Source: an optimization exercise on an open RTL-to-GDS flow (aim: small area, a short achievable clock period and few clock cycles). Production flows keep margins and buffers that such runs may drop. Only simulation tests tie the RTL to the original design; equivalence was not proved. Power is estimated from default activity; no workload was simulated.

File: flow/run.sh
#!/bin/bash
# synth_recipe.tcl (not shown) runs the flow's synth.tcl, then flattens the netlist and writes it again
# the make line also repeats each setting of config.mk as NAME=value (left out here)
make -C /OpenROAD-flow-scripts/flow DESIGN_CONFIG=/design/flow/config.mk WORK_HOME=/design/flow/orfs CLKGATE_MAP_FILE= SYNTH_SCRIPT=/design/flow/synth_recipe.tcl finish
File: flow/config.mk
export PLATFORM = sky130hd
export DESIGN_NAME = stepper_microstep_trajectory_unit
export DESIGN_NICKNAME = stepper_microstep_trajectory_unit
export VERILOG_FILES = /design/flow/design.v
export SDC_FILE = /design/flow/constraint.sdc
export NUM_CORES = 4
export LEC_CHECK = 0
export ABC_AREA = 1
export CAP_MARGIN = 20
export CORE_MARGIN = 2
export CORE_UTILIZATION = 45
export SETUP_SLACK_MARGIN = 2.75
export SLEW_MARGIN = 20
export TNS_END_PERCENT = 5
File: flow/constraint.sdc
create_clock -name core_clock -period 10.0 [get_ports {i_clk}]
set_input_delay 2.0000 -clock core_clock [delete_from_list [all_inputs] [get_ports {i_clk}]]
set_output_delay 2.0000 -clock core_clock [all_outputs]
set_load 0.01 [all_outputs]
File: flow/design.v
package smt_pkg;
    localparam int CFG_AW = 4;
    localparam logic [1:0] REG_DAMPING = 2'd0;
    localparam logic [1:0] REG_ACCEL   = 2'd1;
    localparam logic [1:0] REG_VLIMIT  = 2'd2;
    localparam logic [4:0] DAMPING_RST = 5'd9;
    localparam logic [7:0] ACCEL_RST   = 8'd1;
    localparam logic [7:0] VLIMIT_RST  = 8'd128;
    localparam logic [31:0] HOME_POS = 32'd92160;
    localparam logic [9:0] PWM_MID     = 10'd512;
    localparam logic [9:0] PWM_MID_LO  = 10'd511;
    localparam logic [9:0] CLEAR_PWM_A = 10'd1020;
    localparam logic [9:0] CLEAR_PWM_B = 10'd511;
    typedef enum logic [1:0] {
        OP_STEP  = 2'd0,
        OP_CLEAR = 2'd1,
        OP_HOME  = 2'd2,
        OP_NONE  = 2'd3
    } t_op;
    typedef struct packed {
        logic [31:0]        pos1;
        logic [31:0]        pos2;
        logic signed [15:0] vel;
    } t_axis_state;
    function automatic logic [6:0] sine_rom(input logic [6:0] idx);
        logic [6:0] v;
        case (idx)
            7'd0: v = 7'd0;
            7'd1: v = 7'd1;
            7'd2: v = 7'd3;
            7'd3: v = 7'd4;
            7'd4: v = 7'd6;
            7'd5: v = 7'd7;
            7'd6: v = 7'd9;
            7'd7: v = 7'd10;
            7'd8: v = 7'd12;
            7'd9: v = 7'd14;
            7'd10: v = 7'd15;
            7'd11: v = 7'd17;
            7'd12: v = 7'd18;
            7'd13: v = 7'd20;
            7'd14: v = 7'd21;
            7'd15: v = 7'd23;
            7'd16: v = 7'd24;
            7'd17: v = 7'd26;
            7'd18: v = 7'd28;
            7'd19: v = 7'd29;
            7'd20: v = 7'd31;
            7'd21: v = 7'd32;
            7'd22: v = 7'd34;
            7'd23: v = 7'd35;
            7'd24: v = 7'd37;
            7'd25: v = 7'd38;
            7'd26: v = 7'd40;
            7'd27: v = 7'd41;
            7'd28: v = 7'd43;
            7'd29: v = 7'd44;
            7'd30: v = 7'd46;
            7'd31: v = 7'd47;
            7'd32: v = 7'd48;
            7'd33: v = 7'd50;
            7'd34: v = 7'd51;
            7'd35: v = 7'd53;
            7'd36: v = 7'd54;
            7'd37: v = 7'd56;
            7'd38: v = 7'd57;
            7'd39: v = 7'd58;
            7'd40: v = 7'd60;
            7'd41: v = 7'd61;
            7'd42: v = 7'd63;
            7'd43: v = 7'd64;
            7'd44: v = 7'd65;
            7'd45: v = 7'd67;
            7'd46: v = 7'd68;
            7'd47: v = 7'd69;
            7'd48: v = 7'd71;
            7'd49: v = 7'd72;
            7'd50: v = 7'd73;
            7'd51: v = 7'd74;
            7'd52: v = 7'd76;
            7'd53: v = 7'd77;
            7'd54: v = 7'd78;
            7'd55: v = 7'd79;
            7'd56: v = 7'd81;
            7'd57: v = 7'd82;
            7'd58: v = 7'd83;
            7'd59: v = 7'd84;
            7'd60: v = 7'd85;
            7'd61: v = 7'd87;
            7'd62: v = 7'd88;
            7'd63: v = 7'd89;
            7'd64: v = 7'd90;
            7'd65: v = 7'd91;
            7'd66: v = 7'd92;
            7'd67: v = 7'd93;
            7'd68: v = 7'd94;
            7'd69: v = 7'd95;
            7'd70: v = 7'd96;
            7'd71: v = 7'd97;
            7'd72: v = 7'd98;
            7'd73: v = 7'd99;
            7'd74: v = 7'd100;
            7'd75: v = 7'd101;
            7'd76: v = 7'd102;
            7'd77: v = 7'd103;
            7'd78: v = 7'd104;
            7'd79: v = 7'd105;
            7'd80: v = 7'd106;
            7'd81: v = 7'd107;
            7'd82: v = 7'd108;
            7'd83: v = 7'd108;
            7'd84: v = 7'd109;
            7'd85: v = 7'd110;
            7'd86: v = 7'd111;
            7'd87: v = 7'd112;
            7'd88: v = 7'd112;
            7'd89: v = 7'd113;
            7'd90: v = 7'd114;
            7'd91: v = 7'd115;
            7'd92: v = 7'd115;
            7'd93: v = 7'd116;
            7'd94: v = 7'd117;
            7'd95: v = 7'd117;
            7'd96: v = 7'd118;
            7'd97: v = 7'd118;
            7'd98: v = 7'd119;
            7'd99: v = 7'd119;
            7'd100: v = 7'd120;
            7'd101: v = 7'd121;
            7'd102: v = 7'd121;
            7'd103: v = 7'd122;
            7'd104: v = 7'd122;
            7'd105: v = 7'd122;
            7'd106: v = 7'd123;
            7'd107: v = 7'd123;
            7'd108: v = 7'd124;
            7'd109: v = 7'd124;
            7'd110: v = 7'd124;
            7'd111: v = 7'd125;
            7'd112: v = 7'd125;
            7'd113: v = 7'd125;
            7'd114: v = 7'd126;
            7'd115: v = 7'd126;
            7'd116: v = 7'd126;
            7'd117: v = 7'd126;
            7'd118: v = 7'd127;
            7'd119: v = 7'd127;
            7'd120: v = 7'd127;
            7'd121: v = 7'd127;
            7'd122: v = 7'd127;
            7'd123: v = 7'd127;
            7'd124: v = 7'd127;
            7'd125: v = 7'd127;
            7'd126: v = 7'd127;
            7'd127: v = 7'd127;
            default: v = 7'd0;
        endcase
        sine_rom = v;
    endfunction
    function automatic logic [31:0] lp_sum(input logic [31:0] x, input logic [31:0] din,
                                           input logic [4:0] d);
        lp_sum = (x << d) - x + din;
    endfunction
    function automatic logic [31:0] lp_adj(input logic [31:0] sum, input logic [31:0] din,
                                           input logic [4:0] d);
        logic [31:0] t;
        t = sum >> d;
        if (t < din) begin
            lp_adj = t + 32'd1;
        end else if (t != 32'd0) begin
            lp_adj = t - 32'd1;
        end else begin
            lp_adj = t;
        end
    endfunction
    function automatic logic [19:0] drive_pwm(input logic [8:0] pos);
        logic [6:0] idx;
        logic [9:0] s;
        logic [9:0] c;
        logic [9:0] a;
        logic [9:0] b;
        idx = pos[6:0];
        s   = {1'b0, sine_rom(idx), 2'b00};
        c   = {1'b0, sine_rom(~idx), 2'b00};
        case (pos[8:7])
            2'b11: begin
                a = PWM_MID + s;
                b = PWM_MID + c;
            end
            2'b10: begin
                a = PWM_MID - c;
                b = PWM_MID + s;
            end
            2'b01: begin
                a = PWM_MID - s;
                b = PWM_MID_LO - c;
            end
            default: begin
                a = PWM_MID + c;
                b = PWM_MID - s;
            end
        endcase
        drive_pwm = {a, b};
    endfunction
    function automatic logic [31:0] add_bk(input logic [31:0] a, input logic [31:0] b,
                                           input logic cin);
        logic [31:0] g;
        logic [31:0] p;
        logic [31:0] gg;
        logic [31:0] pp;
        logic [32:0] c;
        g  = a & b;
        p  = a ^ b;
        gg = g;
        pp = p;
        gg[0] = g[0] | (p[0] & cin);
        for (int l = 0; l < 5; l++) begin
            for (int i = 0; i < 32; i++) begin
                if (((i + 1) % (2 << l)) == 0) begin
                    gg[i] = gg[i] | (pp[i] & gg[i - (1 << l)]);
                    pp[i] = pp[i] & pp[i - (1 << l)];
                end
            end
        end
        for (int l = 3; l >= 0; l--) begin
            for (int i = 0; i < 32; i++) begin
                if ((((i + 1) % (2 << l)) == (1 << l)) && (i >= (2 << l))) begin
                    gg[i] = gg[i] | (pp[i] & gg[i - (1 << l)]);
                    pp[i] = pp[i] & pp[i - (1 << l)];
                end
            end
        end
        c[0] = cin;
        for (int i = 0; i < 32; i++) begin
            c[i + 1] = gg[i];
        end
        add_bk = p ^ c[31:0];
    endfunction
endpackage
module smt_state_mem #(
    parameter int AXES = 4,
    parameter int W    = 32
) (
    input  logic                 i_clk,
    input  logic                 i_rst_n,
    input  logic [AXES-1:0]      i_we,
    input  logic [AXES-1:0]      i_clr,
    input  logic [W-1:0]         i_wdata,
    output logic [AXES*W-1:0]    o_words,
    output logic [AXES-1:0]      o_ok
);
    logic [W-1:0]    r_word [0:AXES-1];
    logic [AXES-1:0] r_ok;
    always_ff @(posedge i_clk) begin
        if (!i_rst_n) begin
            r_ok <= '0;
        end else begin
            r_ok <= (r_ok | i_we) & ~i_clr;
        end
    end
    always_ff @(posedge i_clk) begin
        for (int a = 0; a < AXES; a++) begin
            if (i_we[a]) begin
                r_word[a] <= i_wdata;
            end
        end
    end
    always_comb begin
        for (int a = 0; a < AXES; a++) begin
            o_words[a*W +: W] = r_word[a];
        end
    end
    assign o_ok = r_ok;
endmodule
module stepper_microstep_trajectory_unit #(
    parameter int AXES = 4
) (
    input  logic                        i_clk,
    input  logic                        i_rst_n,
    input  logic                        i_valid,
    output logic                        o_stall,
    input  logic [1:0]                  i_opcode,
    input  logic [1:0]                  i_axis,
    input  logic [30:0]                 i_target,
    output logic                        o_valid,
    input  logic                        i_stall,
    output logic [9:0]                  o_pwm_a,
    output logic [9:0]                  o_pwm_b,
    output logic [30:0]                 o_position,
    output logic signed [15:0]          o_velocity,
    input  logic                        psel,
    input  logic                        penable,
    input  logic                        pwrite,
    input  logic [smt_pkg::CFG_AW-1:0]  paddr,
    input  logic [31:0]                 pwdata,
    output logic [31:0]                 prdata,
    output logic                        pready
);
    localparam logic [30:0] HOME31 = 31'(smt_pkg::HOME_POS);
    logic [4:0] r_damp;
    logic [7:0] r_accel;
    logic [7:0] r_vlim;
    assign pready = 1'b1;
    always_ff @(posedge i_clk) begin
        if (!i_rst_n) begin
            r_damp  <= smt_pkg::DAMPING_RST;
            r_accel <= smt_pkg::ACCEL_RST;
            r_vlim  <= smt_pkg::VLIMIT_RST;
        end else if (psel && penable && pwrite) begin
            case (paddr[3:2])
                smt_pkg::REG_DAMPING: r_damp  <= pwdata[4:0];
                smt_pkg::REG_ACCEL:   r_accel <= pwdata[7:0];
                smt_pkg::REG_VLIMIT:  r_vlim  <= pwdata[7:0];
                default: ;
            endcase
        end
    end
    always_comb begin
        case (paddr[3:2])
            smt_pkg::REG_DAMPING: prdata = {27'd0, r_damp};
            smt_pkg::REG_ACCEL:   prdata = {24'd0, r_accel};
            smt_pkg::REG_VLIMIT:  prdata = {24'd0, r_vlim};
            default:              prdata = 32'd0;
        endcase
    end
    logic [30:0] w_m;       
    logic        w_dnz;     
    assign w_m   = 31'(32'hFFFF_FFFF >> r_damp);
    assign w_dnz = (r_damp != 5'd0);
    logic        r_xv;
    logic [1:0]  r_xop;
    logic [3:0]  r_xsel;
    logic [30:0] r_xtgt;
    logic        r_yv;
    logic [1:0]  r_yop;
    logic [3:0]  r_ysel;
    logic [30:0] r_yp1;
    logic        r_ov;
    logic [3:0]  r_osel;
    logic        r_oclr;
    logic        r_s1, r_s2, r_s3;
    logic        r_selY;
    logic        r_yfix;
    logic [30:0] r_u;
    logic        r_adjp, r_adjz;
    logic        w_xslow, w_yslow;
    logic        w_ofree, w_yok, w_ygo, w_yfree, w_xok, w_xgo, w_xfree, w_acc;
    logic        w_idle, w_yp1_ld;
    logic [31:0] w_xf;
    assign w_idle  = !(r_s1 || r_s2 || r_s3);
    assign w_ofree = !r_ov || !i_stall;
    assign w_yok   = !w_yslow || r_yfix;
    assign w_ygo   = r_yv && w_yok && w_ofree;
    assign w_yfree = !r_yv || w_ygo;
    assign w_xok   = (w_idle && !w_xslow) || (r_s3 && !r_selY);
    assign w_xgo   = r_xv && w_xok && w_yfree;
    assign w_xfree = !r_xv || w_xgo;
    assign w_acc   = i_valid && w_xfree;
    assign o_stall = !w_xfree;
    logic [AXES-1:0]    w_we1, w_clr1, w_we2, w_clr2, w_wev;
    logic [AXES*31-1:0] w_pos1_all, w_pos2_all;
    logic [AXES*16-1:0] w_vel_all;
    logic [AXES-1:0]    w_ok1, w_ok2, w_okv;
    logic [30:0]        w_pos1_wd, w_pos2_wd;
    logic [15:0]        w_v;
    always_comb begin
        for (int a = 0; a < AXES; a++) begin
            w_we1[a]  = w_xgo && r_xsel[a] &&
                        (r_xop == smt_pkg::OP_STEP || r_xop == smt_pkg::OP_HOME);
            w_clr1[a] = w_xgo && r_xsel[a] && (r_xop == smt_pkg::OP_CLEAR);
            w_we2[a]  = w_ygo && r_ysel[a] &&
                        (r_yop == smt_pkg::OP_STEP || r_yop == smt_pkg::OP_HOME);
            w_wev[a]  = w_ygo && r_ysel[a] && (r_yop == smt_pkg::OP_STEP);
            w_clr2[a] = w_ygo && r_ysel[a] && (r_yop == smt_pkg::OP_CLEAR);
        end
    end
    smt_state_mem #(.AXES(AXES), .W(31)) u_pos1 (
        .i_clk (i_clk), .i_rst_n (i_rst_n),
        .i_we (w_we1), .i_clr (w_clr1), .i_wdata (w_pos1_wd),
        .o_words (w_pos1_all), .o_ok (w_ok1)
    );
    smt_state_mem #(.AXES(AXES), .W(31)) u_pos2 (
        .i_clk (i_clk), .i_rst_n (i_rst_n),
        .i_we (w_we2), .i_clr (w_clr2), .i_wdata (w_pos2_wd),
        .o_words (w_pos2_all), .o_ok (w_ok2)
    );
    smt_state_mem #(.AXES(AXES), .W(16)) u_vel (
        .i_clk (i_clk), .i_rst_n (i_rst_n),
        .i_we (w_wev), .i_clr (w_clr2), .i_wdata (w_v),
        .o_words (w_vel_all), .o_ok (w_okv)
    );
    function automatic logic [30:0] pick31(input logic [AXES*31-1:0] all,
                                           input logic [AXES-1:0] sel);
        logic [30:0] r;
        r = '0;
        for (int a = 0; a < AXES; a++) begin
            r = r | (all[a*31 +: 31] & {31{sel[a]}});
        end
        pick31 = r;
    endfunction
    function automatic logic [15:0] pick16(input logic [AXES*16-1:0] all,
                                           input logic [AXES-1:0] sel);
        logic [15:0] r;
        r = '0;
        for (int a = 0; a < AXES; a++) begin
            r = r | (all[a*16 +: 16] & {16{sel[a]}});
        end
        pick16 = r;
    endfunction
    logic [30:0]        r_xpos1, r_ypos2;
    logic [15:0]        r_yvel;
    logic [30:0]        w_xpos1, w_ypos2;
    logic signed [15:0] w_yvel;
    logic [3:0]         w_isel;
    logic [30:0]        w_ipos1, w_xpos2rd;
    logic [15:0]        w_xvelrd;
    logic               w_fwd1, w_fwd2;
    assign w_isel    = 4'b0001 << i_axis;
    assign w_ipos1   = pick31(w_pos1_all, w_isel & w_ok1);
    assign w_xpos2rd = pick31(w_pos2_all, r_xsel & w_ok2);
    assign w_xvelrd  = pick16(w_vel_all, r_xsel & w_okv);
    assign w_fwd1    = w_xgo && (r_xsel == w_isel) && (r_xop != smt_pkg::OP_NONE);
    assign w_fwd2    = w_ygo && (r_ysel == r_xsel);
    always_ff @(posedge i_clk) begin
        if (w_acc) begin
            if (w_fwd1) begin
                r_xpos1 <= (r_xop == smt_pkg::OP_CLEAR) ? 31'd0 : w_pos1_wd;
            end else begin
                r_xpos1 <= w_ipos1;
            end
        end
        if (w_xgo) begin
            if (w_fwd2 && (r_yop != smt_pkg::OP_NONE)) begin
                r_ypos2 <= (r_yop == smt_pkg::OP_CLEAR) ? 31'd0 : w_pos2_wd;
            end else begin
                r_ypos2 <= w_xpos2rd;
            end
            if (w_fwd2 && (r_yop == smt_pkg::OP_STEP || r_yop == smt_pkg::OP_CLEAR)) begin
                r_yvel <= (r_yop == smt_pkg::OP_CLEAR) ? 16'd0 : w_v;
            end else begin
                r_yvel <= w_xvelrd;
            end
        end
    end
    assign w_xpos1 = r_xpos1;
    assign w_ypos2 = r_ypos2;
    assign w_yvel  = r_yvel;
    logic [30:0]        w_xa, w_xd;
    logic signed [31:0] w_xdl;
    logic [31:0]        w_xq, w_xam1, w_xas;
    logic               w_xgt, w_xz, w_xkp, w_xkn;
    assign w_xa = (r_s2 || r_s3) ? r_u : ((r_s1 && r_selY) ? w_ypos2 : w_xpos1);
    assign w_xd = r_s3 ? r_u : (r_selY ? r_yp1 : r_xtgt);
    assign w_xdl = {1'b0, w_xd} - {1'b0, w_xa};
    assign w_xq  = w_xdl >>> r_damp;
    assign w_xgt = !w_xdl[31] && (w_xdl != 32'd0) && w_dnz;
    assign w_xz  = (w_xd == 31'd0) &&
                   (!w_dnz || ((w_xa[30:1] == 30'd0) && !(r_s2 && w_xa[0])));
    always_comb begin
        if (r_s1) begin
            w_xkp = 1'b0;
            w_xkn = 1'b0;
        end else if (r_s3) begin
            w_xkp = r_adjp;
            w_xkn = !r_adjp && !r_adjz;
        end else begin
            w_xkp = w_xgt;
            w_xkn = !w_xgt && !w_xz;
        end
    end
    assign w_xam1    = smt_pkg::add_bk({1'b0, w_xa}, 32'hFFFF_FFFF, 1'b0);
    assign w_xas     = w_xkn ? w_xam1 : {1'b0, w_xa};
    assign w_xf      = w_xas + w_xq + {31'd0, w_xkp};
    assign w_pos1_wd = (r_xop == smt_pkg::OP_HOME) ? HOME31 : w_xf[30:0];
    assign w_xslow = r_xv && (r_xop == smt_pkg::OP_STEP) &&
                     (((w_xpos1 | r_xtgt) & ~w_m) != 31'd0);
    always_ff @(posedge i_clk) begin
        if (!i_rst_n) begin
            r_s1   <= 1'b0;
            r_s2   <= 1'b0;
            r_s3   <= 1'b0;
            r_selY <= 1'b0;
            r_yfix <= 1'b0;
        end else begin
            if (w_idle) begin
                if (w_yslow && !r_yfix) begin
                    r_s1   <= 1'b1;
                    r_selY <= 1'b1;
                end else if (w_xslow) begin
                    r_s1   <= 1'b1;
                    r_selY <= 1'b0;
                end
            end
            if (r_s1) begin
                r_s1 <= 1'b0;
                r_s2 <= 1'b1;
            end
            if (r_s2) begin
                r_s2 <= 1'b0;
                r_s3 <= 1'b1;
            end
            if (r_s3 && (r_selY || w_xgo)) begin
                r_s3   <= 1'b0;
                r_selY <= 1'b0;
            end
            if (r_s3 && r_selY) begin
                r_yfix <= 1'b1;
            end
            if (w_ygo) begin
                r_yfix <= 1'b0;
            end
        end
    end
    always_ff @(posedge i_clk) begin
        if (r_s1) begin
            r_u <= w_xf[30:0] & w_m;
        end
        if (r_s2) begin
            r_adjp <= w_xgt;
            r_adjz <= !w_xgt && w_xz;
        end
    end
    always_ff @(posedge i_clk) begin
        if (!i_rst_n) begin
            r_xv <= 1'b0;
        end else if (w_acc) begin
            r_xv <= 1'b1;
        end else if (w_xgo) begin
            r_xv <= 1'b0;
        end
    end
    always_ff @(posedge i_clk) begin
        if (w_acc) begin
            r_xop  <= i_opcode;
            r_xsel <= 4'b0001 << i_axis;
            r_xtgt <= i_target;
        end
    end
    always_ff @(posedge i_clk) begin
        if (!i_rst_n) begin
            r_yv <= 1'b0;
        end else if (w_xgo) begin
            r_yv <= 1'b1;
        end else if (w_ygo) begin
            r_yv <= 1'b0;
        end
    end
    assign w_yp1_ld = w_xgo || (r_s3 && r_selY);
    always_ff @(posedge i_clk) begin
        if (w_xgo) begin
            r_yop  <= r_xop;
            r_ysel <= r_xsel;
        end
        if (w_yp1_ld) begin
            r_yp1  <= w_xf[30:0];
        end
    end
    logic [4:0]         w_yd;
    logic signed [31:0] w_ydl;
    logic [31:0]        w_yq;
    logic               w_ygt, w_yz;
    logic [15:0]        w_yk, w_vraw;
    assign w_yd  = r_yfix ? 5'd0 : r_damp;
    assign w_ydl = {1'b0, r_yp1} - {1'b0, w_ypos2};
    assign w_yq  = w_ydl >>> w_yd;
    assign w_ygt = !w_ydl[31] && (w_ydl != 32'd0) && w_dnz;
    assign w_yz  = (r_yp1 == 31'd0) && (!w_dnz || (w_ypos2[30:1] == 30'd0));
    always_comb begin
        if (r_yfix) begin
            w_yk = 16'd0;
        end else if (w_ygt) begin
            w_yk = 16'd1;
        end else if (w_yz) begin
            w_yk = 16'd0;
        end else begin
            w_yk = 16'hFFFF;
        end
    end
    assign w_vraw = w_yq[15:0] + w_yk;
    assign w_yslow = r_yv && (r_yop == smt_pkg::OP_STEP) &&
                     (((w_ypos2 | r_yp1) & ~w_m) != 31'd0);
    logic signed [17:0] w_amax, w_vmax, w_vold, w_vr, w_hi, w_lo, w_vu, w_vd;
    logic               w_up, w_dn;
    logic [31:0]        w_hi32, w_lo32;
    always_comb begin
        w_amax = {10'd0, r_accel};
        w_vmax = {10'd0, r_vlim};
        w_vold = 18'(w_yvel);
        w_vr   = {{2{w_vraw[15]}}, w_vraw};
        w_hi32 = smt_pkg::add_bk({{14{w_vold[17]}}, w_vold}, {24'd0, r_accel}, 1'b0);
        w_lo32 = smt_pkg::add_bk({{14{w_vold[17]}}, w_vold}, ~{24'd0, r_accel}, 1'b1);
        w_hi   = w_hi32[17:0];
        w_lo   = w_lo32[17:0];
        w_vu   = (w_hi > w_vmax)  ? w_vmax  : w_hi;
        w_vd   = (w_lo < -w_vmax) ? -w_vmax : w_lo;
        w_up   = (w_vr > w_hi);
        w_dn   = (w_vr < w_lo);
    end
    logic [14:0] w_ph, w_php, w_phm;
    logic        w_phz, w_phf;
    logic [30:0] w_npr, w_npu, w_npd;
    assign w_ph  = w_ypos2[30:16];
    logic [31:0] w_php32, w_phm32;
    assign w_php32 = smt_pkg::add_bk({17'd0, w_ph}, 32'd1, 1'b0);
    assign w_phm32 = smt_pkg::add_bk({17'd0, w_ph}, 32'hFFFF_FFFF, 1'b0);
    assign w_php   = w_php32[14:0];
    assign w_phm   = w_phm32[14:0];
    assign w_phz = (w_ph == 15'd0);
    assign w_phf = (w_ph == 15'h7FFF);
    function automatic logic [30:0] newpos(input logic [16:0] lo, input logic [15:0] v,
                                           input logic [14:0] ph, input logic [14:0] php,
                                           input logic [14:0] phm, input logic phz,
                                           input logic phf);
        logic [14:0] hi;
        if (lo[16] == v[15]) begin
            hi = ph;
        end else if (lo[16]) begin
            hi = php;
        end else begin
            hi = phm;
        end
        if ((!lo[16] && v[15] && phz) || (lo[16] && !v[15] && phf)) begin
            newpos = 31'd0;
        end else begin
            newpos = {hi, lo[15:0]};
        end
    endfunction
    logic [16:0] w_lor, w_lou, w_lod;
    logic [31:0] w_lou32, w_lod32;
    assign w_lor   = {1'b0, w_ypos2[15:0]} + {1'b0, w_vraw};
    assign w_lou32 = smt_pkg::add_bk({16'd0, w_ypos2[15:0]}, {16'd0, w_vu[15:0]}, 1'b0);
    assign w_lod32 = smt_pkg::add_bk({16'd0, w_ypos2[15:0]}, {16'd0, w_vd[15:0]}, 1'b0);
    assign w_lou   = w_lou32[16:0];
    assign w_lod   = w_lod32[16:0];
    assign w_npr = newpos(w_lor, w_vraw,     w_ph, w_php, w_phm, w_phz, w_phf);
    assign w_npu = newpos(w_lou, w_vu[15:0], w_ph, w_php, w_phm, w_phz, w_phf);
    assign w_npd = newpos(w_lod, w_vd[15:0], w_ph, w_php, w_phm, w_phz, w_phf);
    always_comb begin
        if (r_yop == smt_pkg::OP_HOME) begin
            w_pos2_wd = HOME31;
        end else if (w_up) begin
            w_pos2_wd = w_npu;
        end else if (w_dn) begin
            w_pos2_wd = w_npd;
        end else begin
            w_pos2_wd = w_npr;
        end
        if (w_up) begin
            w_v = w_vu[15:0];
        end else if (w_dn) begin
            w_v = w_vd[15:0];
        end else begin
            w_v = w_vraw;
        end
    end
    always_ff @(posedge i_clk) begin
        if (!i_rst_n) begin
            r_ov <= 1'b0;
        end else if (w_ygo) begin
            r_ov <= 1'b1;
        end else if (w_ofree) begin
            r_ov <= 1'b0;
        end
    end
    always_ff @(posedge i_clk) begin
        if (w_ygo) begin
            r_osel <= r_ysel;
            r_oclr <= (r_yop == smt_pkg::OP_CLEAR);
        end
    end
    logic [19:0] w_pwm;
    assign o_valid    = r_ov;
    assign o_position = pick31(w_pos2_all, r_osel & w_ok2);
    assign o_velocity = pick16(w_vel_all, r_osel & w_okv);
    assign w_pwm      = smt_pkg::drive_pwm(o_position[8:0]);
    assign o_pwm_a    = w_pwm[19:10];
    assign o_pwm_b    = r_oclr ? smt_pkg::CLEAR_PWM_B : w_pwm[9:0];
endmodule
==> results.txt, run 1 <==
- ANT nets after route: 0
- Worst path required time: 10540 ps
- Grt ovf: 0
- Total power: 21.1 mW
- Final Setup Violations: 0
- Met3 routed WL: 19200 um
- Max FO, Critical Path: 5
- CTS Sinks: 543
- Class of the worst hold path: reg2reg
- NetSw: 10.6 mW
- Worst setup SP type: flip-flop
- Comb pwr share: 70.6%
- GRT Overall Usage: 33.6%
- Clock buffer count from CTS: 56
- Hold Crit Start: r_ysel[2]
- Total number of vias: 44900
- RSZ-0062 raised after global routing: yes
- Flops & latches, synth: 543
- Clock Skew: 68.9 ps
- Initial antenna violation count: 7
- Cell internal pwr: 10.5 mW
- Sw Ratio: 50.1%
- DRC Markers: 0
- Min Tclk post-route: 7350 ps
- Post-synth top flop: edfxtp_1
- R2r endpoint: r_xpos1[20]
- Post-Syn Instances: 6064
- Final hold violations: 0
- Largest net degree at the start of global routing: 69
- Ant. Diodes: 0
- Max cap viols: 0
- Metal1 wirelength: 75700 um
- Slew headroom: 32.5%
- Yosys top cell area share: 33.8%
- Post-synth EDFFs: 502
- Worst R2R Path Depth: 42
- CTS max path bufs: 3
- R2R Path Start: r_ypos2[15]
- Total negative setup slack: 0 ps
- Die W: 319 um
- H-tree Lvls: 2
- HPWL after DPL: 135000 um
- Ys async rst share: 0%
- First-pass GRT wire length: 258000 um
- Initial Util: 45.4%
- Post-Syn Area per Cell: 7.36 um^2
- Total core area: 98400 um^2
- Lkg Pwr: 23.9 nW
- Peak supply drop: 486 uV
- Number of global-route vias before repair: 40300
- Wirelength per Cell: 23.4 um
- # rows: 115
- Tcrit/Tclk final: 73.5%
- Run status: complete, no violations
- Share of cells above drive strength 1: 15.1%
- Detailed Routing Iterations Pass 1: 7
- CP max-delay cell: edfxtp_1
- Met2 Wirelength: 76900 um
- Top routing layer in use: met5
- Critical Path AT: 7890 ps
- Clock Power Share: 11.0%
- Synth warn: 5
- Die H: 319 um
- Die footprint: 102000 um^2
- Count of cell types in the netlist: 73
- Power Density: 393 nW/um^2
- Sequential area share after synthesis: 35.6%
- Clock Pin Slew Worst Setup and Hold Paths: 70 ps
- IO buf count: 126
- Drt initial violations: 5519
- Max Transition Viols Final: 0
- Worst Hold End: r_osel[2]
- Largest stage delay, worst path: 470 ps
- FMAX: 0.136 GHz
- Yosys top cell by area: edfxtp_1
- CP Capture Type: flip-flop
- P&R area growth vs syn: 20.4%
- Root Buffer: clkbuf_16
- Reg power frac: 18.3%
- CTS tree: built
- Final wirelength: 179000 um
- Synth area leaders: edfxtp_1 34%, nand2_1 12%, ha_1 8.9%
- Fin nets: 6751
- IO Pins: 180
- RePlAce Congestion: 1.05
- CP dominant cell by count: nand2_1
- Hold path depth: 0
- Reg2reg setup slack: 2650 ps
- Setup CP Type: reg2reg
- Worst-Margin Slew: 1010 ps
- Clock latency (worst-skew pair): 670 ps
- Fill count: 9437
- Area of the mapped netlist: 44700 um^2
- Drt via density: 5.86
==> sequential cells by signal, summed over array words and instances, names as in the netlist, 2 cells and up <==
register,flops
u_pos1.r_word,124
u_pos2.r_word,124
u_vel.r_word,64
r_u,31
r_xpos1,31
r_xtgt,31
r_yp1,31
r_ypos2,31
r_yvel,16
r_accel,8
r_vlim,8
r_damp,5
r_osel,4
r_xsel,4
r_ysel,4
u_pos1.r_ok,4
u_pos2.r_ok,4
u_vel.r_ok,4
r_xop,2
r_yop,2
==> cells in the mapped netlist (all sizes together) (41+ instances only) <==
cell and instances:
ha 316, dfxtp 41, nand3 338, inv 967
nor2 471, a21oi 347, nand2 1432, xnor2 51
o22ai 114, nor3 68, o211ai 97, o21ai 606
clkbuf 136, xor2 81, edfxtp 502, buf 109
nand4 79
==> worst max-delay path by stage <==
stage,to,cells past startpoint,slack (ps),start
after CTS,r_yvel[10],51,2690,r_ypos2[14]
final,r_xpos1[20],42,2650,r_ypos2[15]
after global placement,r_ypos2[10],49,980,r_ypos2[22]
after floorplan,u_pos2.r_word[0][26],51,2990,r_ypos2[14]
after global routing,r_ypos2[7],52,2300,r_ypos2[15]
after detailed placement,r_ypos2[9],47,900,r_ypos2[22]
==> metal layers <==
layer,GRT usage (%),up-vias
met3,6.13,406
met2,50.9,2427
met4,11.2,12
met1,48.2,21200
met5,0,-
li1,-,20900
==> power groups by stage <==
stage | Clock (mW) | Combinational, mW | Sequential, mW
2_1_floorplan | 0 | 6.26 | 3.85
3_3_place_gp | 0 | 10.1 | 3.92
3_5_place_dp | 0 | 10.2 | 3.93
4_1_cts | 2.34 | 12.2 | 3.86
5_1_grt | 2.42 | 15.8 | 3.89
6_report | 2.33 | 14.9 | 3.87
==> stage by stage <==
step	util (%)	hold WS [ps]	cells	area, um^2	setup slack [ps]
2_1_floorplan	-	424	6089	44700	2990
6_report	54.6	496	7659	53800	2650
5_1_grt	54.6	507	7659	53800	2300
4_1_cts	52.3	498	7579	51500	2690
3_3_place_gp	48.1	484	7370	47300	977
3_5_place_dp	48.1	483	7371	47400	896
==> layout make-up <==
class	instances	area [um^2]	area share (%)
clock buffers	63	1430	2.66
clock inverters	40	596	1.11
inverters	974	3750	6.98
multi-input cells	4331	26500	49.3
flip-flops and latches	543	15900	29.6
well taps	1287	1610	2.99
repair buffers	421	3960	7.36
==> cell families (layout without fill, tap and decap cells) <==
group           count (synthesis)  count (layout)  synth area share [%]
compound gates               1356            1356                  17.3
xor+xnor                      132             132                  2.59
fa+ha+maj                     346             346                  10.2
buf+inv                      1219            1498                  10.9
flops                         543             543                  35.6
mux                            13              13                 0.291
other cells                     2              27                0.0168
simple gates                 2453            2457                  23.1
==> cell usage in the layout (no fill, tap or decap), drive strengths merged, types with 51 or more instances in the layout <==
cell	n
a21oi	347
edfxtp	502
xnor2	51
clkbuf	68
o211ai	97
nand3	338
xor2	81
ha	316
clkdlybuf4s50	126
nand4	79
o21ai	606
o22ai	114
inv	960
nor2	471
nor3	68
buf	290
nand2	1436
==> critical path, delay by kind of cell (launching register included) <==
| family | cells | cell delay [ps] |
|---|---|---|
| AOI/OAI and AO/OA | 14 | 2520 |
| xor gates and xnor gates | 1 | 350 |
| adders and majority gates | 3 | 1070 |
| buffers and inverters | 8 | 1110 |
| DFF | 1 | 470 |
| and+or+nand+nor | 16 | 1710 |
==> what timing repair did <==
action,4_1_cts,5_1_grt
resized for setup,351,397
setup endpoints to repair,367,381
hold buffers,0,0
buffers inserted,100,69
pin swaps,61,136
gates cloned,5,6
Testbench counts, summed over its fixed seeds: cycles 4,120.
==> run 2, diff against run 1 <==
--- a/flow/design.v
+++ b/flow/design.v
@@ -408,47 +408,16 @@
         pick16 = r;
     endfunction
-    logic [30:0]        r_xpos1, r_ypos2;
-    logic [15:0]        r_yvel;
     logic [30:0]        w_xpos1, w_ypos2;
     logic signed [15:0] w_yvel;
-    logic [3:0]         w_isel;
-    logic [30:0]        w_ipos1, w_xpos2rd;
-    logic [15:0]        w_xvelrd;
-    logic               w_fwd1, w_fwd2;
-    assign w_isel    = 4'b0001 << i_axis;
-    assign w_ipos1   = pick31(w_pos1_all, w_isel & w_ok1);
-    assign w_xpos2rd = pick31(w_pos2_all, r_xsel & w_ok2);
-    assign w_xvelrd  = pick16(w_vel_all, r_xsel & w_okv);
-    assign w_fwd1    = w_xgo && (r_xsel == w_isel) && (r_xop != smt_pkg::OP_NONE);
-    assign w_fwd2    = w_ygo && (r_ysel == r_xsel);
-    always_ff @(posedge i_clk) begin
-        if (w_acc) begin
-            if (w_fwd1) begin
-                r_xpos1 <= (r_xop == smt_pkg::OP_CLEAR) ? 31'd0 : w_pos1_wd;
-            end else begin
-                r_xpos1 <= w_ipos1;
-            end
-        end
-        if (w_xgo) begin
-            if (w_fwd2 && (r_yop != smt_pkg::OP_NONE)) begin
-                r_ypos2 <= (r_yop == smt_pkg::OP_CLEAR) ? 31'd0 : w_pos2_wd;
-            end else begin
-                r_ypos2 <= w_xpos2rd;
-            end
-            if (w_fwd2 && (r_yop == smt_pkg::OP_STEP || r_yop == smt_pkg::OP_CLEAR)) begin
-                r_yvel <= (r_yop == smt_pkg::OP_CLEAR) ? 16'd0 : w_v;
-            end else begin
-                r_yvel <= w_xvelrd;
-            end
-        end
-    end
-    assign w_xpos1 = r_xpos1;
-    assign w_ypos2 = r_ypos2;
-    assign w_yvel  = r_yvel;
+    assign w_xpos1 = pick31(w_pos1_all, r_xsel & w_ok1);
+    assign w_ypos2 = pick31(w_pos2_all, r_ysel & w_ok2);
+    assign w_yvel  = pick16(w_vel_all, r_ysel & w_okv);
     logic [30:0]        w_xa, w_xd;
     logic signed [31:0] w_xdl;
     logic [31:0]        w_xq, w_xam1, w_xas;
     logic               w_xgt, w_xz, w_xkp, w_xkn;
-    assign w_xa = (r_s2 || r_s3) ? r_u : ((r_s1 && r_selY) ? w_ypos2 : w_xpos1);
+    assign w_xa = pick31(w_pos1_all, r_xsel & w_ok1 & {4{w_idle || (r_s1 && !r_selY)}}) |
+                  pick31(w_pos2_all, r_ysel & w_ok2 & {4{r_s1 && r_selY}}) |
+                  (r_u & {31{r_s2 || r_s3}});
     assign w_xd = r_s3 ? r_u : (r_selY ? r_yp1 : r_xtgt);
     assign w_xdl = {1'b0, w_xd} - {1'b0, w_xa};
--- a/flow/config.mk
+++ b/flow/config.mk
@@ -9,6 +9,5 @@
 export CAP_MARGIN = 20
 export CORE_MARGIN = 2
-export CORE_UTILIZATION = 45
-export SETUP_SLACK_MARGIN = 2.75
+export CORE_UTILIZATION = 40
+export SETUP_SLACK_MARGIN = 2.0
 export SLEW_MARGIN = 20
-export TNS_END_PERCENT = 5
==> results.txt, run 2 <==
- Initial antenna violation count: 3 (was 7)
- Yosys top cell by area: edfxtp_1 (unchanged)
- Worst-Margin Slew: 1080 ps (was 1010 ps)
- Post-Syn Area per Cell: 7.19 um^2 (was 7.36 um^2)
- Most frequent cells in the layout: 1383 x nand2_1, 644 x inv_1, 455 x nor2_1 (was 1333 x nand2_1, 876 x inv_1, 502 x edfxtp_1)
- DP Area: 44800 um^2 (was 47400 um^2)
- Most common cell in the netlist: nand2_1 (unchanged)
- Clock buffer count from CTS: 52 (was 56)
- Wirelength per Cell: 24.5 um (was 23.4 um)
- Clock Pin Slew Worst Setup and Hold Paths: 60 ps (was 70 ps)
- DRC Markers: 0 (unchanged)
- Total number of vias: 43500 (was 44900)
- Grt ovf: 0 (unchanged)
- CTS max path bufs: 3 (unchanged)
- Final Setup Violations: 0 (unchanged)
- Clock Skew: 61.1 ps (was 68.9 ps)
- Final wirelength: 185000 um (was 179000 um)
- Post-Syn Instances: 5776 (was 6064)
- Synth area leaders: edfxtp_1 31%, nand2_1 13%, ha_1 8.0% (was edfxtp_1 34%, nand2_1 12%, ha_1 8.9%)
- Initial Util: 40.2% (was 45.4%)
- GRT Overall Usage: 33.1% (was 33.6%)
- Die H: 326 um (was 319 um)
- CP Capture Type: flip-flop (unchanged)
- Worst path required time: 10430 ps (was 10540 ps)
- Largest stage delay, worst path: 410 ps (was 470 ps)
- CP dominant cell by count: buf_4 (was nand2_1)
- Max cap viols: 0 (unchanged)
- Biggest regs: u_pos1.r_word (124), u_pos2.r_word (124), u_vel.r_word (64) (unchanged)
- HPWL after DPL: 142000 um (was 135000 um)
- Synth top cells by count: 1475 x nand2_1, 673 x inv_1, 502 x nor2_1 (was 1419 x nand2_1, 939 x inv_1, 502 x edfxtp_1)
- CTS Sinks: 465 (was 543)
- CP max-delay cell: edfxtp_1 (unchanged)
- Die footprint: 106000 um^2 (was 102000 um^2)
- Tcrit/Tclk final: 81.5% (was 73.5%)
- Power Density: 353 nW/um^2 (was 393 nW/um^2)
- Fill count: 10400 (was 9437)
- ANT nets after route: 0 (unchanged)
- Total core area: 103000 um^2 (was 98400 um^2)
- Die W: 326 um (was 319 um)
- Dpl cells: 7251 (was 7371)
- Run status: complete, no violations (unchanged)
- Commonest non-fill, non-tap cell in the layout: nand2_1 (unchanged)
- H-tree Lvls: 2 (unchanged)
- Critical Path AT: 8580 ps (was 7890 ps)
- Peak supply drop: 428 uV (was 486 uV)
- Final std cells w/o fill: 7538 (was 7659)
- Detailed Routing Iterations Pass 1: 7 (unchanged)
- First-pass GRT wire length: 264000 um (was 258000 um)
- CTS tree: built (unchanged)
- Class of the worst hold path: reg2reg (unchanged)
- Share of cells above drive strength 1: 18.3% (was 15.1%)
- Lkg Pwr: 22.7 nW (was 23.9 nW)
- Largest net degree at the start of global routing: 50 (was 69)
- Min Tclk post-route: 8150 ps (was 7350 ps)
- Root Buffer: clkbuf_16 (unchanged)
- FMAX: 0.123 GHz (was 0.136 GHz)
- Worst setup SP type: flip-flop (unchanged)
- Drt via density: 5.77 (was 5.86)
- Synth warn: 5 (unchanged)
- Final hold violations: 0 (unchanged)
- Sequential area share after synthesis: 32.6% (was 35.6%)
- Max FO, Critical Path: 6 (was 5)
- Post-synth top flop: edfxtp_1 (unchanged)
- # rows: 118 (was 115)
- Setup CP Type: reg2reg (unchanged)
- Slew headroom: 27.9% (was 32.5%)
- Max Transition Viols Final: 0 (unchanged)
- RePlAce Congestion: 1.04 (was 1.05)
- Count of cell types in the netlist: 81 (was 73)
- IO Pins: 180 (unchanged)
- IO buf count: 126 (unchanged)
- Drt initial violations: 4688 (was 5519)
- P&R area growth vs syn: 23.0% (was 20.4%)
- Fin nets: 6480 (was 6751)
- Clock latency (worst-skew pair): 650 ps (was 670 ps)
- Total negative setup slack: 0 ps (unchanged)
- Number of global-route vias before repair: 40500 (was 40300)
- Storage cell area: 13600 um^2 (was 15900 um^2)
- Fin util: 49.5% (was 54.6%)
- Flops & latches, synth: 465 (was 543)
- Post-synth EDFFs: 424 (was 502)
- Ys async rst share: 0% (unchanged)
- Area of the mapped netlist: 41600 um^2 (was 44700 um^2)
- Finished Cell Area: 51100 um^2 (was 53800 um^2)
- RSZ-0062 raised after global routing: yes (unchanged)
- Multi-input gate area in the final layout: 26700 um^2 (was 26500 um^2)
- Yosys top cell area share: 30.6% (was 33.8%)
run 2: cell count changes after synthesis, sizes merged, moves of 21 or more:
cell,change
clkbuf,-22
o22ai,-60
nand3,+113
ha,-51
a21oi,+21
o21ai,-170
nand2,+105
inv,-238
nor2,+90
o211ai,-65
edfxtp,-78
run 2: final timing paths:
check	start	to	slack, ps	depth (start not counted)
worst max-delay path	r_ysel[2]	u_pos2.r_word[2][9]	1850	54
worst min register to register	r_xsel[3]	r_ysel[3]	530	0
worst max register to register	r_ysel[2]	u_pos2.r_word[2][9]	1850	54
worst min-delay path	r_xsel[3]	r_ysel[3]	530	0
run 2: per-stage QoR:
step | total power, mW | hold WS, ps | worst slack [ps]
after floorplan | 9.24 | 424 | 2050
after global placement | 12.7 | 493 | 450
after detailed placement | 12.8 | 498 | 475
after CTS | 15.7 | 513 | 2000
after global routing | 18.9 | 547 | 1470
final | 18.0 | 534 | 1850
run 2: metal layers:
layer,GRT usage (%),vias to the layer above,part of all wire [%]
met5,0,-,0.014
met4,16.8,4,6.2
met3,4.47,512,8.1
met2,55.7,2184,47
met1,41.5,20700,39
li1,-,20200,-
run 2: worst max-delay path: cells and delay by family (launching register included):
kind / cells / cell delay (ps)
xor gates and xnor gates: 2 / 440
adders and majority gates: 3 / 770
buffers and inverters: 17 / 2340
DFF: 1 / 410
AOI/OAI and AO/OA: 7 / 950
and+or+nand+nor: 25 / 3030
run 2: cell families (layout without fill, tap and decap cells):
family | after synthesis | in the layout | share of synthesized area (%)
AO/OA/AOI/OAI | 1123 | 1123 | 15.9
XOR/XNOR | 142 | 142 | 3.01
adder cells (fa/ha/maj) | 287 | 287 | 9.04
buffers and inverters | 964 | 1317 | 9.64
flip-flops | 465 | 465 | 32.6
multiplexers | 14 | 14 | 0.337
other | 2 | 29 | 0.0181
AND/OR/NAND/NOR | 2779 | 2781 | 29.4
run 2: repair_timing:
item	4_1_cts	5_1_grt
cloned	5	5
endpoints found under the setup margin	301	273
hold buffers	0	0
setup buffers	121	58
resized for setup	381	335
pin swaps	114	93
run 2: report_power, final:
part	internal (mW)	switching (mW)	total, mW
clock network	1.15	0.839	1.99
registers	3.32	0.153	3.47
logic	4.47	8.10	12.6
total	8.94	9.09	18.0
run 2: area by class of cell:
cell class                 count  area share (%)
clock inverter                34           0.815
clock buffer                  61            2.62
timing repair buffer         481            8.83
sequential                   465            26.5
tap                         1380            3.38
inverter                     737            5.61
antenna                        2         0.00979
multi-input combinational   4374            52.2
timing repair inverter         4          0.0563
Testbench counts of run 2, summed over its fixed seeds: cycles 4,120.
==> run 3, diff against run 2 <==
--- a/flow/design.v
+++ b/flow/design.v
@@ -324,4 +324,7 @@
         endcase
     end
+    logic [4:0] n_damp;
+    assign n_damp = (psel && penable && pwrite && (paddr[3:2] == smt_pkg::REG_DAMPING)) ?
+                    pwdata[4:0] : r_damp;
     logic [30:0] w_m;       
     logic        w_dnz;     
@@ -408,20 +411,51 @@
         pick16 = r;
     endfunction
+    logic [30:0]        r_xpos1, r_ypos2;
+    logic [15:0]        r_yvel;
     logic [30:0]        w_xpos1, w_ypos2;
     logic signed [15:0] w_yvel;
-    assign w_xpos1 = pick31(w_pos1_all, r_xsel & w_ok1);
-    assign w_ypos2 = pick31(w_pos2_all, r_ysel & w_ok2);
-    assign w_yvel  = pick16(w_vel_all, r_ysel & w_okv);
+    logic [3:0]         w_isel;
+    logic [30:0]        w_ipos1, w_xpos2rd;
+    logic [15:0]        w_xvelrd;
+    logic               w_fwd1, w_fwd2;
+    assign w_isel    = 4'b0001 << i_axis;
+    assign w_ipos1   = pick31(w_pos1_all, w_isel & w_ok1);
+    assign w_xpos2rd = pick31(w_pos2_all, r_xsel & w_ok2);
+    assign w_xvelrd  = pick16(w_vel_all, r_xsel & w_okv);
+    assign w_fwd1    = w_xgo && (r_xsel == w_isel) && (r_xop != smt_pkg::OP_NONE);
+    assign w_fwd2    = w_ygo && (r_ysel == r_xsel);
+    always_ff @(posedge i_clk) begin
+        if (w_acc) begin
+            if (w_fwd1) begin
+                r_xpos1 <= (r_xop == smt_pkg::OP_CLEAR) ? 31'd0 : w_pos1_wd;
+            end else begin
+                r_xpos1 <= w_ipos1;
+            end
+        end
+        if (w_xgo) begin
+            if (w_fwd2 && (r_yop != smt_pkg::OP_NONE)) begin
+                r_ypos2 <= (r_yop == smt_pkg::OP_CLEAR) ? 31'd0 : w_pos2_wd;
+            end else begin
+                r_ypos2 <= w_xpos2rd;
+            end
+            if (w_fwd2 && (r_yop == smt_pkg::OP_STEP || r_yop == smt_pkg::OP_CLEAR)) begin
+                r_yvel <= (r_yop == smt_pkg::OP_CLEAR) ? 16'd0 : w_v;
+            end else begin
+                r_yvel <= w_xvelrd;
+            end
+        end
+    end
+    assign w_xpos1 = r_xpos1;
+    assign w_ypos2 = r_ypos2;
+    assign w_yvel  = r_yvel;
     logic [30:0]        w_xa, w_xd;
     logic signed [31:0] w_xdl;
     logic [31:0]        w_xq, w_xam1, w_xas;
     logic               w_xgt, w_xz, w_xkp, w_xkn;
-    assign w_xa = pick31(w_pos1_all, r_xsel & w_ok1 & {4{w_idle || (r_s1 && !r_selY)}}) |
-                  pick31(w_pos2_all, r_ysel & w_ok2 & {4{r_s1 && r_selY}}) |
-                  (r_u & {31{r_s2 || r_s3}});
-    assign w_xd = r_s3 ? r_u : (r_selY ? r_yp1 : r_xtgt);
+    assign w_xa = (r_u & {31{r_xa_u}}) | (w_ypos2 & {31{r_xa_p2}}) | (w_xpos1 & {31{r_xa_p1}});
+    assign w_xd = (r_u & {31{r_xd_u}}) | (r_yp1 & {31{r_xd_p1}}) | (r_xtgt & {31{r_xd_t}});
     assign w_xdl = {1'b0, w_xd} - {1'b0, w_xa};
     assign w_xq  = w_xdl >>> r_damp;
-    assign w_xgt = !w_xdl[31] && (w_xdl != 32'd0) && w_dnz;
+    assign w_xgt = (w_xd > w_xa) && w_dnz;
     assign w_xz  = (w_xd == 31'd0) &&
                    (!w_dnz || ((w_xa[30:1] == 30'd0) && !(r_s2 && w_xa[0])));
@@ -444,39 +478,68 @@
     assign w_xslow = r_xv && (r_xop == smt_pkg::OP_STEP) &&
                      (((w_xpos1 | r_xtgt) & ~w_m) != 31'd0);
+    logic n_s1, n_s2, n_s3, n_selY, n_yfix;
+    logic [4:0] r_yd;    
+    logic r_xa_u, r_xa_p2, r_xa_p1, r_xd_u, r_xd_p1, r_xd_t;
+    always_comb begin
+        n_s1   = r_s1;
+        n_s2   = r_s2;
+        n_s3   = r_s3;
+        n_selY = r_selY;
+        n_yfix = r_yfix;
+        if (w_idle) begin
+            if (w_yslow && !r_yfix) begin
+                n_s1   = 1'b1;
+                n_selY = 1'b1;
+            end else if (w_xslow) begin
+                n_s1   = 1'b1;
+                n_selY = 1'b0;
+            end
+        end
+        if (r_s1) begin
+            n_s1 = 1'b0;
+            n_s2 = 1'b1;
+        end
+        if (r_s2) begin
+            n_s2 = 1'b0;
+            n_s3 = 1'b1;
+        end
+        if (r_s3 && (r_selY || w_xgo)) begin
+            n_s3   = 1'b0;
+            n_selY = 1'b0;
+        end
+        if (r_s3 && r_selY) begin
+            n_yfix = 1'b1;
+        end
+        if (w_ygo) begin
+            n_yfix = 1'b0;
+        end
+    end
     always_ff @(posedge i_clk) begin
         if (!i_rst_n) begin
-            r_s1   <= 1'b0;
-            r_s2   <= 1'b0;
-            r_s3   <= 1'b0;
-            r_selY <= 1'b0;
-            r_yfix <= 1'b0;
+            r_yd    <= smt_pkg::DAMPING_RST;
+            r_s1    <= 1'b0;
+            r_s2    <= 1'b0;
+            r_s3    <= 1'b0;
+            r_selY  <= 1'b0;
+            r_yfix  <= 1'b0;
+            r_xa_u  <= 1'b0;
+            r_xa_p2 <= 1'b0;
+            r_xa_p1 <= 1'b1;
+            r_xd_u  <= 1'b0;
+            r_xd_p1 <= 1'b0;
+            r_xd_t  <= 1'b1;
         end else begin
-            if (w_idle) begin
-                if (w_yslow && !r_yfix) begin
-                    r_s1   <= 1'b1;
-                    r_selY <= 1'b1;
-                end else if (w_xslow) begin
-                    r_s1   <= 1'b1;
-                    r_selY <= 1'b0;
-                end
-            end
-            if (r_s1) begin
-                r_s1 <= 1'b0;
-                r_s2 <= 1'b1;
-            end
-            if (r_s2) begin
-                r_s2 <= 1'b0;
-                r_s3 <= 1'b1;
-            end
-            if (r_s3 && (r_selY || w_xgo)) begin
-                r_s3   <= 1'b0;
-                r_selY <= 1'b0;
-            end
-            if (r_s3 && r_selY) begin
-                r_yfix <= 1'b1;
-            end
-            if (w_ygo) begin
-                r_yfix <= 1'b0;
-            end
+            r_yd    <= n_yfix ? 5'd0 : n_damp;
+            r_s1    <= n_s1;
+            r_s2    <= n_s2;
+            r_s3    <= n_s3;
+            r_selY  <= n_selY;
+            r_yfix  <= n_yfix;
+            r_xa_u  <= n_s2 || n_s3;
+            r_xa_p2 <= n_s1 && n_selY;
+            r_xa_p1 <= !(n_s2 || n_s3) && !(n_s1 && n_selY);
+            r_xd_u  <= n_s3;
+            r_xd_p1 <= !n_s3 && n_selY;
+            r_xd_t  <= !n_s3 && !n_selY;
         end
     end
@@ -528,59 +591,54 @@
     logic signed [31:0] w_ydl;
     logic [31:0]        w_yq;
-    logic               w_ygt, w_yz;
-    logic [15:0]        w_yk, w_vraw;
-    assign w_yd  = r_yfix ? 5'd0 : r_damp;
+    logic               w_ygt, w_yz, w_ykp, w_ykn, w_ywrap, w_ys;
+    logic [15:0]        w_q, w_vraw;
+    assign w_yd  = r_yd;
     assign w_ydl = {1'b0, r_yp1} - {1'b0, w_ypos2};
     assign w_yq  = w_ydl >>> w_yd;
-    assign w_ygt = !w_ydl[31] && (w_ydl != 32'd0) && w_dnz;
+    assign w_q   = w_yq[15:0];
+    assign w_ygt = (r_yp1 > w_ypos2) && w_dnz;
     assign w_yz  = (r_yp1 == 31'd0) && (!w_dnz || (w_ypos2[30:1] == 30'd0));
-    always_comb begin
-        if (r_yfix) begin
-            w_yk = 16'd0;
-        end else if (w_ygt) begin
-            w_yk = 16'd1;
-        end else if (w_yz) begin
-            w_yk = 16'd0;
-        end else begin
-            w_yk = 16'hFFFF;
-        end
-    end
-    assign w_vraw = w_yq[15:0] + w_yk;
+    assign w_ykp = !r_yfix && w_ygt;
+    assign w_ykn = !r_yfix && !w_ygt && !w_yz;
+    assign w_vraw  = w_q + {{15{w_ykn}}, w_ykn | w_ykp};
+    assign w_ywrap = (w_ykp && (w_q == 16'h7FFF)) || (w_ykn && (w_q == 16'h8000));
+    assign w_ys    = w_q[15] ^ w_ywrap;     
     assign w_yslow = r_yv && (r_yop == smt_pkg::OP_STEP) &&
                      (((w_ypos2 | r_yp1) & ~w_m) != 31'd0);
-    logic signed [17:0] w_amax, w_vmax, w_vold, w_vr, w_hi, w_lo, w_vu, w_vd;
+    logic signed [17:0] w_vmax, w_vold, w_qs, w_hi, w_lo, w_vu, w_vd, w_thh, w_thl;
     logic               w_up, w_dn;
-    logic [31:0]        w_hi32, w_lo32;
+    logic [31:0]        w_v32, w_am1;
+    logic [31:0]        w_hi32, w_hip32, w_him32, w_lo32, w_lop32, w_lom32;
     always_comb begin
-        w_amax = {10'd0, r_accel};
-        w_vmax = {10'd0, r_vlim};
-        w_vold = 18'(w_yvel);
-        w_vr   = {{2{w_vraw[15]}}, w_vraw};
-        w_hi32 = smt_pkg::add_bk({{14{w_vold[17]}}, w_vold}, {24'd0, r_accel}, 1'b0);
-        w_lo32 = smt_pkg::add_bk({{14{w_vold[17]}}, w_vold}, ~{24'd0, r_accel}, 1'b1);
-        w_hi   = w_hi32[17:0];
-        w_lo   = w_lo32[17:0];
-        w_vu   = (w_hi > w_vmax)  ? w_vmax  : w_hi;
-        w_vd   = (w_lo < -w_vmax) ? -w_vmax : w_lo;
-        w_up   = (w_vr > w_hi);
-        w_dn   = (w_vr < w_lo);
+        w_vmax  = {10'd0, r_vlim};
+        w_vold  = 18'(w_yvel);
+        w_qs    = {{2{w_q[15]}}, w_q};
+        w_v32   = {{14{w_vold[17]}}, w_vold};
+        w_am1   = {24'd0, r_accel} - 32'd1;
+        w_hi32  = smt_pkg::add_bk(w_v32, {24'd0, r_accel}, 1'b0);    
+        w_hip32 = smt_pkg::add_bk(w_v32, {24'd0, r_accel}, 1'b1);    
+        w_him32 = smt_pkg::add_bk(w_v32, w_am1, 1'b0);               
+        w_lo32  = smt_pkg::add_bk(w_v32, ~{24'd0, r_accel}, 1'b1);   
+        w_lom32 = smt_pkg::add_bk(w_v32, ~{24'd0, r_accel}, 1'b0);   
+        w_lop32 = smt_pkg::add_bk(w_v32, ~w_am1, 1'b1);              
+        w_hi    = w_hi32[17:0];
+        w_lo    = w_lo32[17:0];
+        w_vu    = (w_hi > w_vmax)  ? w_vmax  : w_hi;
+        w_vd    = (w_lo < -w_vmax) ? -w_vmax : w_lo;
+        w_thh   = w_ykp ? w_him32[17:0] : (w_ykn ? w_hip32[17:0] : w_hi);
+        w_thl   = w_ykp ? w_lom32[17:0] : (w_ykn ? w_lop32[17:0] : w_lo);
+        if (w_ywrap) begin
+            w_up = w_ykn && (w_hi < 18'sd32767);
+            w_dn = w_ykp && (w_lo > -18'sd32768);
+        end else begin
+            w_up = (w_qs > w_thh);
+            w_dn = (w_qs < w_thl);
+        end
     end
-    logic [14:0] w_ph, w_php, w_phm;
-    logic        w_phz, w_phf;
-    logic [30:0] w_npr, w_npu, w_npd;
-    assign w_ph  = w_ypos2[30:16];
-    logic [31:0] w_php32, w_phm32;
-    assign w_php32 = smt_pkg::add_bk({17'd0, w_ph}, 32'd1, 1'b0);
-    assign w_phm32 = smt_pkg::add_bk({17'd0, w_ph}, 32'hFFFF_FFFF, 1'b0);
-    assign w_php   = w_php32[14:0];
-    assign w_phm   = w_phm32[14:0];
-    assign w_phz = (w_ph == 15'd0);
-    assign w_phf = (w_ph == 15'h7FFF);
-    function automatic logic [30:0] newpos(input logic [16:0] lo, input logic [15:0] v,
-                                           input logic [14:0] ph, input logic [14:0] php,
-                                           input logic [14:0] phm, input logic phz,
-                                           input logic phf);
-        logic [14:0] hi;
-        if (lo[16] == v[15]) begin
+    function automatic logic [30:0] newpos(input logic [16:0] lo, input logic s,
+                                           input logic [15:0] ph, input logic [15:0] php,
+                                           input logic [15:0] phm);
+        logic [15:0] hi;
+        if (lo[16] == s) begin
             hi = ph;
         end else if (lo[16]) begin
@@ -589,20 +647,29 @@
             hi = phm;
         end
-        if ((!lo[16] && v[15] && phz) || (lo[16] && !v[15] && phf)) begin
-            newpos = 31'd0;
-        end else begin
-            newpos = {hi, lo[15:0]};
-        end
+        newpos = hi[15] ? 31'd0 : {hi[14:0], lo[15:0]};
     endfunction
+    logic [31:0] w_p2m1, w_pr, w_h0p, w_h0m, w_hrp, w_hrm;
+    logic [15:0] w_h0, w_hr;
+    logic [30:0] w_npr, w_npu, w_npd;
     logic [16:0] w_lor, w_lou, w_lod;
     logic [31:0] w_lou32, w_lod32;
-    assign w_lor   = {1'b0, w_ypos2[15:0]} + {1'b0, w_vraw};
+    assign w_p2m1 = smt_pkg::add_bk({1'b0, w_ypos2}, 32'hFFFF_FFFF, 1'b0);
+    assign w_pr   = w_ykn ? w_p2m1 : {1'b0, w_ypos2};
+    assign w_h0   = {1'b0, w_ypos2[30:16]};
+    assign w_hr   = w_pr[31:16];
+    assign w_h0p  = smt_pkg::add_bk({16'd0, w_h0}, 32'd1, 1'b0);
+    assign w_h0m  = smt_pkg::add_bk({16'd0, w_h0}, 32'hFFFF_FFFF, 1'b0);
+    assign w_hrp  = smt_pkg::add_bk({16'd0, w_hr}, 32'd1, 1'b0);
+    assign w_hrm  = smt_pkg::add_bk({16'd0, w_hr}, 32'hFFFF_FFFF, 1'b0);
+    logic [31:0] w_lor32;
+    assign w_lor32 = smt_pkg::add_bk({16'd0, w_pr[15:0]}, {16'd0, w_q}, w_ykp);
+    assign w_lor   = w_lor32[16:0];
     assign w_lou32 = smt_pkg::add_bk({16'd0, w_ypos2[15:0]}, {16'd0, w_vu[15:0]}, 1'b0);
     assign w_lod32 = smt_pkg::add_bk({16'd0, w_ypos2[15:0]}, {16'd0, w_vd[15:0]}, 1'b0);
     assign w_lou   = w_lou32[16:0];
     assign w_lod   = w_lod32[16:0];
-    assign w_npr = newpos(w_lor, w_vraw,     w_ph, w_php, w_phm, w_phz, w_phf);
-    assign w_npu = newpos(w_lou, w_vu[15:0], w_ph, w_php, w_phm, w_phz, w_phf);
-    assign w_npd = newpos(w_lod, w_vd[15:0], w_ph, w_php, w_phm, w_phz, w_phf);
+    assign w_npr = newpos(w_lor, w_ys,       w_hr, w_hrp[15:0], w_hrm[15:0]);
+    assign w_npu = newpos(w_lou, w_vu[15],   w_h0, w_h0p[15:0], w_h0m[15:0]);
+    assign w_npd = newpos(w_lod, w_vd[15],   w_h0, w_h0p[15:0], w_h0m[15:0]);
     always_comb begin
         if (r_yop == smt_pkg::OP_HOME) begin
--- a/flow/config.mk
+++ b/flow/config.mk
@@ -10,4 +10,4 @@
 export CORE_MARGIN = 2
 export CORE_UTILIZATION = 40
-export SETUP_SLACK_MARGIN = 2.0
+export SETUP_SLACK_MARGIN = 2.5
 export SLEW_MARGIN = 20
==> results.txt, run 3 <==
- CTS Sinks: 553 (was 465)
- Clock buffer count from CTS: 66 (was 52)
- Compound-Gate Fraction of Synth Area: 13.8% (was 15.9%)
- FMAX: 0.135 GHz (was 0.123 GHz)
- CP dominant cell by count: nand2_1 (was buf_4)
- CTS tree: built (unchanged)
- # rows: 127 (was 118)
- Lkg Pwr: 25.2 nW (was 22.7 nW)
- Die H: 352 um (was 326 um)
- Peak supply drop: 299 uV (was 428 uV)
- Largest net degree at the start of global routing: 69 (was 50)
- Worst path required time: 8000 ps (was 10430 ps)
- Count of cell types in the netlist: 67 (was 81)
- Max Transition Viols Final: 0 (unchanged)
- Pre-CTS setup slack: 1030 ps (was 475 ps)
- Clock Pin Slew Worst Setup and Hold Paths: 60 ps (about the same)
- Largest stage delay, worst path: 660 ps (was 410 ps)
- IO buf count: 126 (unchanged)
- Hold path depth: 0 (unchanged)
- Total negative setup slack: 0 ps (unchanged)
- Yosys top cell area share: 31.2% (was 30.6%)
- P&R area growth vs syn: 17.0% (was 23.0%)
- Post-Syn Instances: 6577 (was 5776)
- Synth Area in Simple Gates: 26.7% (was 29.4%)
- # hold bufs at CTS: 0 (unchanged)
- Fin Hold WS: 497 ps (was 534 ps)
- Max cap viols: 0 (unchanged)
- Class of the worst hold path: reg2reg (unchanged)
- ANT nets after route: 0 (unchanged)
- Tcrit/Tclk final: 73.9% (was 81.5%)
- Final wirelength: 193000 um (was 185000 um)
- Crit path buffers/inverters: 3 (was 17)
- Die footprint: 124000 um^2 (was 106000 um^2)
- Critical path's top delay family: simple AND/OR/NAND/NOR gates (unchanged)
- Most frequent cells in the layout: 1447 x nand2_1, 828 x inv_1, 671 x nand3_1 (was 1383 x nand2_1, 644 x inv_1, 455 x nor2_1)
- Most common cell in the netlist: nand2_1 (unchanged)
- IO Pins: 180 (unchanged)
- Critical Path AT: 5390 ps (was 8580 ps)
- Number of global-route vias before repair: 44100 (was 40500)
- Total core area: 120000 um^2 (was 103000 um^2)
- RSZ-0062 raised after global routing: yes (unchanged)
- XOR/XNOR Fraction of Synth Area: 3.73% (was 3.01%)
- Synth warn: 5 (unchanged)
- RePlAce Congestion: 1.02 (was 1.04)
- DRC Markers: 0 (unchanged)
- CP max-delay cell: clkdlybuf4s50_1 (was edfxtp_1)
- Clock latency (worst-skew pair): 680 ps (was 650 ps)
- HPWL after DPL: 144000 um (was 142000 um)
- Synth area leaders: edfxtp_1 31%, nand2_1 12%, ha_1 10% (was edfxtp_1 31%, nand2_1 13%, ha_1 8.0%)
- Max FO, Critical Path: 32 (was 6)
- Yosys top cell by area: edfxtp_1 (unchanged)
- Setup CP Type: reg2out (was reg2reg)
- Clock Skew: 59.5 ps (was 61.1 ps)
- Post-synth top flop: edfxtp_1 (unchanged)
- Run status: complete, no violations (unchanged)
- Root Buffer: clkbuf_16 (unchanged)
- Wirelength per Cell: 22.8 um (was 24.5 um)
- Initial antenna violation count: 4 (was 3)
- Flops & latches, synth: 553 (was 465)
- Fill count: 11900 (was 10400)
- Min Tclk post-route: 7390 ps (was 8150 ps)
- PnR worst setup slack: 2610 ps (was 1850 ps)
- Post-Syn Area per Cell: 7.36 um^2 (was 7.19 um^2)
- CP Depth: 14 (was 54)
- Power Density: 284 nW/um^2 (was 353 nW/um^2)
- Final hold violations: 0 (unchanged)
- First-pass GRT wire length: 280000 um (was 264000 um)
- Synth Area in Adders: 12.7% (was 9.04%)
- Multiplexer share of the synthesized area: 0.272% (was 0.337%)
- Post-synth EDFFs: 502 (was 424)
- Biggest regs: u_pos1.r_word (124), u_pos2.r_word (124), u_vel.r_word (64) (unchanged)
==> run 3: changes by cell type in the layout (fill, tap and decap cells not counted), moves of 42 or more <==
cell	before	now
inv_1	644	828
fa_1	18	60
edfxtp_1	424	502
o22ai_1	51	122
ha_1	227	370
o21ai_0	305	498
nand3_1	398	671
a21oi_1	301	242
buf_4	281	228
nand2_1	1383	1447
xor2_1	73	122
nand2_2	113	59
==> run 3: layer usage <==
| metal | GRT usage, % | part of all wire (%) | routed length, um | vias up |
|---|---|---|---|---|
| li1 | - | - | - | 22600 |
| met1 | 38.7 | 40 | 77600 | 22700 |
| met2 | 50.4 | 47 | 90600 | 2113 |
| met3 | 3.79 | 7.6 | 14700 | 424 |
| met4 | 13.8 | 5.1 | 9870 | 0 |
| met5 | 0 | 0 | 0 | - |
==> run 3: area by class of cell <==
| class | instances | area, um^2 | area share (%) |
|---|---|---|---|
| Tap cell | 1612 | 2020 | 3.56 |
| Inverter | 895 | 3430 | 6.06 |
| Timing Repair Buffer | 387 | 3550 | 6.27 |
| Clock inverter | 39 | 548 | 0.968 |
| Timing Repair inverter | 3 | 17.5 | 0.0309 |
| Clock buffer | 82 | 1790 | 3.17 |
| Multi-Input combinational cell | 4876 | 29100 | 51.4 |
| Antenna cell | 2 | 5.00 | 0.00884 |
| Sequential cell | 553 | 16100 | 28.5 |
==> run 3: kinds of logic (layout without fill, tap and decap cells) <==
family                     after synthesis  in the layout
AOI/OAI and AO/OA                     1181           1181
buffers and inverters                 1182           1406
adders and majority gates              451            451
and+or+nand+nor                       2990           2999
DFF                                    553            553
other                                    2             29
muxes                                   12             12
xor gates and xnor gates               206            206
==> run 3: what timing repair did <==
action,in CTS,in global routing
endpoints found under the setup margin,361,329
pin swaps,14,52
buffers inserted,43,120
resized for setup,161,227
endpoints found under the hold margin,0,0
gates cloned,3,10
==> run 3: worst paths after layout <==
path                     from                   end  slack, ps
hold reg to reg     r_ysel[3]             r_osel[3]        500
setup reg to reg  r_ypos2[16]  u_pos1.r_word[0][30]       2680
hold / removal      r_ysel[3]             r_osel[3]        500
setup / recovery    r_damp[1]               o_stall       2610
==> run 3: worst register-to-register path: cells and delay by family (launching register included) <==
family                   cells  cell delay, ps
adder cells (fa/ha/maj)      3            1050
flip-flops                   1             560
buffers and inverters        2             170
AND/OR/NAND/NOR             28            3110
AO/OA/AOI/OAI               11            2180
==> run 3: stage by stage <==
stage	utilization, %	cells	cell area (um^2)	power [mW]
detailed placement	42.7	8143	51200	12.2
global placement	42.7	8143	51200	12.1
finish	47.2	8449	56600	16.1
CTS	45.5	8310	54500	15.3
floorplan	-	6602	48500	9.38
global route	47.2	8447	56600	17.0
==> run 3: power breakdown <==
part,switching [mW],internal (mW),total [mW]
Combinational,6.71,3.04,9.75
Clock,1.07,1.52,2.59
Sequential,0.211,3.52,3.73
Total,7.99,8.08,16.1
Testbench counts of run 3, summed over its fixed seeds: cycles 4,120.

## re-timing with driven ports
No port has a modelled driver above. Below, the same layouts with a new extraction and two added sets of constraints. Step 1, drivers: a clkbuf_16 drives i_clk and a buf_2 each remaining input, both assumed. Step 2 also shifts input and output timing later by t, the mid clock arrival at the registers, as if the neighbouring blocks saw the same clock. Slacks: ideal ports / drivers / drivers and shift; pairs: ideal ports / drivers.
run	t, ns	setup slack, ns	clock arrival spread, ns
run 1	0.704	2.649 / 2.649 / 2.649	0.072 / 0.072
run 2	0.693	1.851 / 1.851 / 1.851	0.061 / 0.061
run 3	0.726	2.614 / 2.543 / 2.682	0.060 / 0.059
After both steps setup and hold are still met in every run listed.
